This is an optimization exercise on Yosys and OpenROAD, whose aim is small area, a short achievable clock period and few clock cycles, not a production implementation. Function was checked by simulation only, so behaviour that the tests miss may differ from the original.

==> flow/design.v <==
package yrm_pkg;
	typedef struct packed {
		logic [7:0] red;
		logic [7:0] green;
		logic [7:0] blue;
	} rgb_t;
	function automatic logic [1:0] mod3(input logic [9:0] v);
		logic [4:0] s;
		logic [2:0] t;
		logic [1:0] u;
		s = 5'(v[1:0]) + 5'(v[3:2]) + 5'(v[5:4]) + 5'(v[7:6]) + 5'(v[9:8]);
		t = 3'(s[1:0]) + 3'(s[3:2]) + 3'(s[4]);
		u = 2'(t[1:0] + 2'(t[2]));
		mod3 = (u == 2'd3) ? 2'd0 : u;
	endfunction
	function automatic logic [19:0] rca(input logic [19:0] a, input logic [19:0] b);
		rca = a + b;
	endfunction
endpackage
module yrm_convert (
	input  logic [7:0]         luma,
	input  logic signed [18:0] kr,
	input  logic signed [18:0] kg,
	input  logic signed [18:0] kb,
	output yrm_pkg::rgb_t      rgb
);
	logic [19:0] y5, y9, py, accr, accg, accb;
	function automatic logic [7:0] clamp8(input logic [19:0] acc);
		if (acc[18]) begin
			clamp8 = 8'd0;
		end else if (acc[17:16] != 2'b00) begin
			clamp8 = 8'hff;
		end else begin
			clamp8 = acc[15:8];
		end
	endfunction
	assign y5   = yrm_pkg::rca(20'(luma), 20'({luma, 2'b0}));
	assign y9   = yrm_pkg::rca(20'(luma), 20'({luma, 3'b0}));
	assign py   = yrm_pkg::rca({y5[18:0], 1'b0}, {y9[14:0], 5'b0});
	assign accr = yrm_pkg::rca(py, 20'(kr));
	assign accg = yrm_pkg::rca(py, 20'(kg));
	assign accb = yrm_pkg::rca(py, 20'(kb));
	assign rgb.red   = clamp8(accr);
	assign rgb.green = clamp8(accg);
	assign rgb.blue  = clamp8(accb);
endmodule
module yrm_chroma (
	input  logic [7:0]         u,
	input  logic [7:0]         v,
	output logic signed [18:0] kr,
	output logic signed [18:0] kg,
	output logic signed [18:0] kb
);
	logic [19:0] v3, v409, u25, v13, ug, kr_w, kg_w, kb_w;
	assign v3   = yrm_pkg::rca(20'(v), 20'({v, 1'b0}));
	assign v409 = yrm_pkg::rca(yrm_pkg::rca({v3[12:0], 7'b0}, {v3[16:0], 3'b0}), 20'(v));
	assign kr_w = yrm_pkg::rca(v409, 20'(-20'sd56992));
	assign u25  = yrm_pkg::rca(yrm_pkg::rca(20'(u), 20'({u, 3'b0})), 20'({u, 4'b0}));
	assign v13  = yrm_pkg::rca(yrm_pkg::rca(20'(v), 20'({v, 2'b0})), 20'({v, 3'b0}));
	assign ug   = yrm_pkg::rca({u25[17:0], 2'b0}, {v13[15:0], 4'b0});
	assign kg_w = yrm_pkg::rca(~ug, 20'(34785));
	assign kb_w = yrm_pkg::rca(yrm_pkg::rca(20'({u, 9'b0}), 20'({u, 2'b0})), 20'(-20'sd70688));
	assign kr   = kr_w[18:0];
	assign kg   = kg_w[18:0];
	assign kb   = kb_w[18:0];
endmodule
module yrm_red_mask (
	input  yrm_pkg::rgb_t rgb_in,
	input  logic          mask,
	output yrm_pkg::rgb_t rgb_out
);
	logic [7:0]  r, g, b, gn, bn;
	logic [19:0] u1, u2, lin1, lin2;
	logic        simple, red;
	assign r  = rgb_in.red;
	assign g  = rgb_in.green;
	assign b  = rgb_in.blue;
	assign gn = ~g;
	assign bn = ~b;
	assign u1   = yrm_pkg::rca(20'(r), 20'(gn));
	assign u2   = yrm_pkg::rca(20'(r), 20'(bn));
	assign lin1 = yrm_pkg::rca(yrm_pkg::rca({u1[17:0], 2'b0}, u1), 20'({b, 1'b0}));
	assign lin2 = yrm_pkg::rca(yrm_pkg::rca({u2[17:0], 2'b0}, u2), 20'({g, 1'b0}));
	assign simple = r >= 8'd115 && g[7:6] == 2'b00 && b[7:6] == 2'b00;
	assign red    = simple || (lin1[11:0] >= 12'd1913 && lin2[11:0] >= 12'd1913);
	assign rgb_out.red   = mask ? 8'd0 : r;
	assign rgb_out.green = mask ? {8{red}} : g;
	assign rgb_out.blue  = mask ? 8'd0 : b;
endmodule
module yuyv_to_rgb_red_mask_core (
	input  logic       clk,
	input  logic       arst_n,
	input  logic       pix_in_valid,
	output logic       pix_in_ready,
	input  logic [7:0] pix_in_luma0,
	input  logic [7:0] pix_in_chroma_u,
	input  logic [7:0] pix_in_luma1,
	input  logic [7:0] pix_in_chroma_v,
	input  logic [9:0] pix_in_column,
	input  logic [8:0] pix_in_row,
	output logic       pix_out_valid,
	input  logic       pix_out_ready,
	output logic [7:0] pix_out_red0,
	output logic [7:0] pix_out_green0,
	output logic [7:0] pix_out_blue0,
	output logic [7:0] pix_out_red1,
	output logic [7:0] pix_out_green1,
	output logic [7:0] pix_out_blue1
);
	logic          v_a, v_c, ld_a, ld_c;
	logic [1:0]    rcol, rrow;
	logic [7:0]    y0_a, y1_a, u_a, v_a_q;
	logic          m0_a, m1_a, m0_c, m1_c;
	logic signed [18:0] kr, kg, kb;
	yrm_pkg::rgb_t rgb0, rgb1, rgb0_c, rgb1_c, out0, out1;
	assign ld_c = !v_c || pix_out_ready;
	assign ld_a = !v_a || ld_c;
	assign pix_in_ready  = ld_a;
	assign pix_out_valid = v_c;
	always_ff @(posedge clk or negedge arst_n) begin
		if (!arst_n) begin
			v_a <= 1'b0;
			v_c <= 1'b0;
		end else begin
			if (ld_a) v_a <= pix_in_valid;
			if (ld_c) v_c <= v_a;
		end
	end
	assign rcol = yrm_pkg::mod3(pix_in_column);
	assign rrow = yrm_pkg::mod3({1'b0, pix_in_row});
	always_ff @(posedge clk) begin
		if (ld_a) begin
			y0_a  <= pix_in_luma0;
			y1_a  <= pix_in_luma1;
			u_a   <= pix_in_chroma_u;
			v_a_q <= pix_in_chroma_v;
			m0_a  <= rrow != 2'd0 && rcol != 2'd0;
			m1_a  <= rrow != 2'd0 && rcol != 2'd2;
		end
		if (ld_c) begin
			rgb0_c <= rgb0;
			rgb1_c <= rgb1;
			m0_c   <= m0_a;
			m1_c   <= m1_a;
		end
	end
	yrm_chroma   u_chroma (.u(u_a), .v(v_a_q), .kr(kr), .kg(kg), .kb(kb));
	yrm_convert  u_conv0 (.luma(y0_a), .kr(kr), .kg(kg), .kb(kb), .rgb(rgb0));
	yrm_convert  u_conv1 (.luma(y1_a), .kr(kr), .kg(kg), .kb(kb), .rgb(rgb1));
	yrm_red_mask u_mask0 (.rgb_in(rgb0_c), .mask(m0_c), .rgb_out(out0));
	yrm_red_mask u_mask1 (.rgb_in(rgb1_c), .mask(m1_c), .rgb_out(out1));
	assign pix_out_red0   = out0.red;
	assign pix_out_green0 = out0.green;
	assign pix_out_blue0  = out0.blue;
	assign pix_out_red1   = out1.red;
	assign pix_out_green1 = out1.green;
	assign pix_out_blue1  = out1.blue;
endmodule
export LEC_CHECK = 0
export CAP_MARGIN = 20
export CORE_MARGIN = 2
export CORE_UTILIZATION = 40
export PLACE_DENSITY = 0.6
export SLEW_MARGIN = 20
create_clock -name core_clock -period 6.5 [get_ports {clk}]
run.sh (not shown) runs the stock make flow with config.mk's settings and CLKGATE_MAP_FILE= SYNTH_SCRIPT=/design/flow/synth_recipe.tcl, a recipe that flattens the netlist after the stock synthesis.
Testbench counts at the start, summed over its fixed seeds: cycles 16,016.
Change:
--- a/flow/design.v
+++ b/flow/design.v
@@ -2,18 +2,21 @@
 	typedef struct packed {
 		logic [7:0] red;
 		logic [7:0] green;
 		logic [7:0] blue;
 	} rgb_t;
-	function automatic logic [1:0] mod3(input logic [9:0] v);
-		logic [4:0] s;
-		logic [2:0] t;
-		logic [1:0] u;
-		s = 5'(v[1:0]) + 5'(v[3:2]) + 5'(v[5:4]) + 5'(v[7:6]) + 5'(v[9:8]);
-		t = 3'(s[1:0]) + 3'(s[3:2]) + 3'(s[4]);
-		u = 2'(t[1:0] + 2'(t[2]));
-		mod3 = (u == 2'd3) ? 2'd0 : u;
+	function automatic logic [2:0] dig3(input logic [1:0] d);
+		dig3 = {d == 2'd2, d == 2'd1, d == 2'd0 || d == 2'd3};
+	endfunction
+	function automatic logic [2:0] add3(input logic [2:0] a, input logic [2:0] b);
+		add3[0] = (a[0] & b[0]) | (a[1] & b[2]) | (a[2] & b[1]);
+		add3[1] = (a[0] & b[1]) | (a[1] & b[0]) | (a[2] & b[2]);
+		add3[2] = (a[0] & b[2]) | (a[2] & b[0]) | (a[1] & b[1]);
+	endfunction
+	function automatic logic [2:0] mod3(input logic [9:0] v);
+		mod3 = add3(add3(add3(dig3(v[1:0]), dig3(v[3:2])), add3(dig3(v[5:4]), dig3(v[7:6]))),
+			dig3(v[9:8]));
 	endfunction
 	function automatic logic [19:0] rca(input logic [19:0] a, input logic [19:0] b);
 		rca = a + b;
 	endfunction
 endpackage
@@ -67,24 +70,23 @@
 module yrm_red_mask (
 	input  yrm_pkg::rgb_t rgb_in,
 	input  logic          mask,
 	output yrm_pkg::rgb_t rgb_out
 );
-	logic [7:0]  r, g, b, gn, bn;
-	logic [19:0] u1, u2, lin1, lin2;
-	logic        simple, red;
+	logic [7:0]         r, g, b, hi, lo;
+	logic signed [8:0]  t;
+	logic signed [12:0] lin;
+	logic               simple, red;
 	assign r  = rgb_in.red;
 	assign g  = rgb_in.green;
 	assign b  = rgb_in.blue;
-	assign gn = ~g;
-	assign bn = ~b;
-	assign u1   = yrm_pkg::rca(20'(r), 20'(gn));
-	assign u2   = yrm_pkg::rca(20'(r), 20'(bn));
-	assign lin1 = yrm_pkg::rca(yrm_pkg::rca({u1[17:0], 2'b0}, u1), 20'({b, 1'b0}));
-	assign lin2 = yrm_pkg::rca(yrm_pkg::rca({u2[17:0], 2'b0}, u2), 20'({g, 1'b0}));
+	assign hi = (g >= b) ? g : b;
+	assign lo = (g >= b) ? b : g;
+	assign t  = $signed({1'b0, r}) - $signed({1'b0, hi});
+	assign lin = 13'(t) * 13'sd5 + $signed({4'b0, lo, 1'b0});
 	assign simple = r >= 8'd115 && g[7:6] == 2'b00 && b[7:6] == 2'b00;
-	assign red    = simple || (lin1[11:0] >= 12'd1913 && lin2[11:0] >= 12'd1913);
+	assign red    = simple || lin >= 13'sd638;
 	assign rgb_out.red   = mask ? 8'd0 : r;
 	assign rgb_out.green = mask ? {8{red}} : g;
 	assign rgb_out.blue  = mask ? 8'd0 : b;
 endmodule
 module yuyv_to_rgb_red_mask_core (
@@ -106,11 +108,11 @@
 	output logic [7:0] pix_out_red1,
 	output logic [7:0] pix_out_green1,
 	output logic [7:0] pix_out_blue1
 );
 	logic          v_a, v_c, ld_a, ld_c;
-	logic [1:0]    rcol, rrow;
+	logic [2:0]    rcol, rrow;
 	logic [7:0]    y0_a, y1_a, u_a, v_a_q;
 	logic          m0_a, m1_a, m0_c, m1_c;
 	logic signed [18:0] kr, kg, kb;
 	yrm_pkg::rgb_t rgb0, rgb1, rgb0_c, rgb1_c, out0, out1;
 	assign ld_c = !v_c || pix_out_ready;
@@ -132,12 +134,12 @@
 		if (ld_a) begin
 			y0_a  <= pix_in_luma0;
 			y1_a  <= pix_in_luma1;
 			u_a   <= pix_in_chroma_u;
 			v_a_q <= pix_in_chroma_v;
-			m0_a  <= rrow != 2'd0 && rcol != 2'd0;
-			m1_a  <= rrow != 2'd0 && rcol != 2'd2;
+			m0_a  <= !rrow[0] && !rcol[0];
+			m1_a  <= !rrow[0] && !rcol[2];
 		end
 		if (ld_c) begin
 			rgb0_c <= rgb0;
 			rgb1_c <= rgb1;
 			m0_c   <= m0_a;
- The changed run finished but fails on negative setup slack
- worst setup slack degrades by 1.7 ns
- count of clock-buffer cells in the layout does not change
- wire length fell by a few percent
- hold slack barely changes
- via count fell slightly
Testbench counts after the change, summed over its fixed seeds: cycles 16,016.

port drivers added, routing unchanged:
How much do the figures lean on ideal ports? The routed layouts below were timed once more, with nothing changed but the port constraints. Step 1 assumes that a clkbuf_16 drives the clock port and a buf_2 every other input. Step 2 times the ports against the registers' clock, not the clock port: input delays grow and output delays shrink by t, the midpoint of the rising clock arrivals with the driver on. a / b / c = ideal / step 1 / step 2; a / b = the first two.
run | shift t [ns] | setup slack, ns | worst slew at a driven data input, ns | cell pins on the clock port's net
the first run | 0.412 | 0.054 / 0.004 / 0.321 | 0.04 | 1
the second run | 0.412 | -1.665 / -1.715 / -1.303 | 0.04 | 1
